Background: an optimization exercise with open tools, aiming at small area and a short achievable clock period. Do not read the settings as production practice.
Only simulation tests tie the RTL to the original design; equivalence was not proved.
Power is estimated from default activity; no workload was simulated.

// viterbi_decoder
module viterbi_decoder (
   input  wire       clk,
   input  wire       rst,
   input  wire       enable_i,
   input  wire [1:0] symbol_i,
   output wire       d_out_o,
   output wire       d_valid_o
);
   function automatic [1:0] code(input integer j);
      reg [2:0] s;
      begin
         s    = 2 * j;
         code = {^(s & 3'b111), ^(s & 3'b101)};
      end
   endfunction
   integer k;
   reg [3:0] up_q;     
   reg [3:0] dn_q;     
   reg       frc_q;    
   reg [3:0] ph_q;     
   reg [2:0] bc_q;     
   reg       vld_q;
   always @(posedge clk) begin
      for (k = 0; k < 4; k = k + 1) begin
         up_q[k] <= (symbol_i == code(k));
         dn_q[k] <= (symbol_i == ~code(k));
      end
      frc_q <= (bc_q == 3'd0) && (ph_q < 4'd3);
   end
   always @(posedge clk or negedge rst) begin
      if (!rst) begin
         ph_q  <= 4'd0;
         bc_q  <= 3'd0;
         vld_q <= 1'b0;
      end else if (!enable_i) begin
         ph_q  <= 4'd0;
         bc_q  <= 3'd0;
         vld_q <= 1'b0;
      end else begin
         ph_q <= ph_q + 4'd1;
         if (ph_q == 4'd15 && !bc_q[2])
            bc_q <= bc_q + 3'd1;
         vld_q <= vld_q | (bc_q[2] & (ph_q >= 4'd3));
      end
   end
   reg [3:0] pm [0:7];
   reg [7:0] dec_q;
   genvar j;
   generate
      for (j = 0; j < 4; j = j + 1) begin : g_bf
         wire       up  = up_q[j];          
         wire       dn  = dn_q[j];          
         wire [3:0] a0  = pm[2*j];
         wire [3:0] a1  = pm[2*j+1];
         wire [3:0] eq  = ~(a1 ^ a0);
         wire [2:0] g   = ~a1[2:0] & a0[2:0];
         wire       b1  = g[0];
         wire       b2  = g[1] | (eq[1] & g[0]);
         wire       b3  = g[2] | (eq[2] & g[1]) | (eq[2] & eq[1] & g[0]);
         wire       e1  = eq[1] ^ ~b1;
         wire       e2  = eq[2] ^ ~b2;
         wire       e3  = eq[3] ^ ~b3;
         wire       sl  = !frc_q & ((e3 & ~(up & e2 & e1)) | (dn & ~e2 & ~e1));
         wire       sh  = !frc_q & ((e3 & ~(dn & e2 & e1)) | (up & ~e2 & ~e1));
  ...
For scale: ~940 cells after synthesis, about 7 I/O pins, ~11000 um^2 of cells after synthesis.
export LEC_CHECK = 0
export CAP_MARGIN = 20
export CORE_MARGIN = 2
export CORE_UTILIZATION = 65
export CTS_CLUSTER_DIAMETER = 100
export CTS_CLUSTER_SIZE = 30
export PLACE_DENSITY = 0.75
export SETUP_SLACK_MARGIN = 2.9
export SLEW_MARGIN = 20
create_clock -name core_clock -period 5.0 [get_ports {clk}]
run.sh (not shown) runs the stock make flow with config.mk's settings and CLKGATE_MAP_FILE= SYNTH_SCRIPT=/design/flow/synth_recipe.tcl, a recipe that flattens the netlist after the stock synthesis.
The starting point went through all stages and came out clean.
Rerun with:
--- a/flow/config.mk
+++ b/flow/config.mk
@@ -10,6 +10,6 @@
 export CORE_UTILIZATION = 65
-export CTS_CLUSTER_DIAMETER = 100
-export CTS_CLUSTER_SIZE = 30
+export CTS_CLUSTER_DIAMETER = 60
+export CTS_CLUSTER_SIZE = 40
 export PLACE_DENSITY = 0.75
-export SETUP_SLACK_MARGIN = 2.9
+export SETUP_SLACK_MARGIN = 3.0
 export SLEW_MARGIN = 20
Effect: The changed run finished with timing, DRC and antenna clean. Count of clock-buffer cells in the layout increases by 2. Power increases by a few percent. Wire length increases by a few percent. Fmax is about the same. First-iteration DRC count increases slightly. Sequential share of layout area decreases by 1.1 points.
Rerun with:
--- a/flow/config.mk
+++ b/flow/config.mk
@@ -9,6 +9,5 @@
 export CORE_MARGIN = 2
-export CORE_UTILIZATION = 65
+export CORE_UTILIZATION = 50
 export CTS_CLUSTER_DIAMETER = 60
-export CTS_CLUSTER_SIZE = 40
-export PLACE_DENSITY = 0.75
+export CTS_CLUSTER_SIZE = 30
 export SETUP_SLACK_MARGIN = 3.0
Result:
- combinational power fell by about 9%
- worst setup slack gets better by 0.069 ns
- cell area rose by 1.6%
- power rose by 2.5%
- via count fell by about 1.4%
- core utilization fell by 16 points
Rerun with:
--- a/flow/config.mk
+++ b/flow/config.mk
@@ -9,6 +9,6 @@
 export CORE_MARGIN = 2
-export CORE_UTILIZATION = 50
-export CTS_CLUSTER_DIAMETER = 60
+export CORE_UTILIZATION = 40
+export CTS_CLUSTER_DIAMETER = 100
 export CTS_CLUSTER_SIZE = 30
-export SETUP_SLACK_MARGIN = 3.0
+export SETUP_SLACK_MARGIN = 2.8
 export SLEW_MARGIN = 20
Area after synthesis stays the same.
Core utilization went down by 14 points.
Final area went down by about 5%.
Worst setup slack loses 0.13 ns.
Cell count went up by about 4.3%.
Synthesized cell count stays the same.
Combinational power went down by about 17%.


== run A ==
viterbi_decoder, a different RTL version from the one above (not shown whole).
For scale: about 970 cells after synthesis, ~11,000 µm² of cells after synthesis.
==> flow/config.mk <==
export PLATFORM = sky130hd
export DESIGN_NAME = viterbi_decoder
export DESIGN_NICKNAME = viterbi_decoder
export VERILOG_FILES = /design/flow/design.v
export SDC_FILE = /design/flow/constraint.sdc
export NUM_CORES = 4
export LEC_CHECK = 0
export CAP_MARGIN = 20
export CORE_MARGIN = 2
export CORE_UTILIZATION = 40
export CTS_CLUSTER_DIAMETER = 100
export CTS_CLUSTER_SIZE = 24
export SETUP_SLACK_MARGIN = 2.96
export SLEW_MARGIN = 20
==> flow/constraint.sdc <==
create_clock -name core_clock -period 5.0 [get_ports {clk}]
set_input_delay 1.0000 -clock core_clock [delete_from_list [all_inputs] [get_ports {clk}]]
set_output_delay 1.0000 -clock core_clock [all_outputs]
set_load 0.01 [all_outputs]
#### Input delta (run B over run A)
- a change of CTS_CLUSTER_SIZE from 24 to 28
- a change of SETUP_SLACK_MARGIN from 2.96 to 3.0
- a change of CORE_UTILIZATION from 40 to 45
Notes after the runs:
- Area used by sequential logic in the layout: run A vs run B, no meaningful difference
- The lower logic depth of the worst setup path including buffers came out of run A.
- Taking run A as the reference point, the first-iteration DRC count of run B falls by 14.
- As of run B, routed length per placed instance had fallen slightly compared to run A.
- Run B against run A: final area comparable; setup fix buffers added after clock tree synthesis now larger; count of clock-net buffers in the final layout now smaller; wire length of the first global-routing pass now smaller.
What run C does differently from run B at the input level:
- swapping 28 for 24 in CTS_CLUSTER_SIZE
- swapping 3.0 for 2.96 in SETUP_SLACK_MARGIN
- putting ABC_AREA at 1 where nothing was set
- swapping 45 for 40 in CORE_UTILIZATION
Findings:
- Looking at sequential fraction of design power across run C and run B, the one that comes out higher is run C.
- Compared with run B, run C has less setup slack.
- Summary of run C over run B: share of the core filled with cells went down by 7.9 points, part of the cycle the worst path needs was more or less identical, total clock buffers created by CTS went up by 2, area occupied by multi-input gates went up by 89 µm².
- Wire length of the first global-routing pass of run C exceeds that of run B by more than 10%.
- Between run C and run B, the share of total power in combinational logic is higher for run B.
- When the final numbers for run C and run B were put side by side, the pin count of the biggest net entering global routing turned out to be smaller in run B.
Input-level comparison between run D and run C:
- a change of SETUP_SLACK_MARGIN from 2.96 to 3.0
### Flow results
For sequential power, run C and run D come out practically identical.
Compared run D against run C; met3 wire length within noise.
The core of run D is more densely filled than that of run C.
Clock network area share delta (run D -> run C): insignificant
Diff run C -> run D: total power rose by 0.71%, static leakage rose by 0.41%, clock share of power stayed essentially flat.
Between run C and run D, the setup slack does not differ in any meaningful way.
Run C and run D ended up with roughly the same minimum period implied by the final worst setup slack.
Run D vs run C — worst voltage drop across the vdd grid dropped slightly

==> port drivers added, routing unchanged <==
In the flow no input, the clock included, has a driving cell. The finished layouts below were timed again as built, in two steps.
Step 1 sets driving cells, clkbuf_16 on the clock port and buf_2 on the other inputs (assumed; they add their load-dependent delay and slew).
Step 2 adds t to the input delays and takes it off the output delays; t is the mean of the earliest and latest rising clock arrival at the registers after step 1. Input paths then give back, and output paths get back, about the clock's delay inside the block.
a / b / c = ideal / step 1 / step 2; a / b = the first two.
run	shift t [ns]	setup slack, ns	worst setup path at the end	worst slew at a driven data input, ns
the first run of note 1	0.528	2.911 / 2.911 / 2.911	register to register	0.03
the second run of note 1	0.544	2.912 / 2.912 / 2.912	register to register	0.03
the third run of note 1	0.563	2.981 / 2.935 / 2.991	register to register	0.03
the fourth run of note 1	0.530	2.847 / 2.800 / 2.889	register to register	0.03
run A	0.551	2.980 / 2.929 / 2.982	register to register	0.03
run B	0.536	2.967 / 2.927 / 2.967	register to register	0.03
run C	0.546	2.963 / 2.916 / 2.999	input to register	0.03
run D	0.547	2.964 / 2.916 / 2.999	input to register	0.03
After both steps every run listed still meets setup and hold.
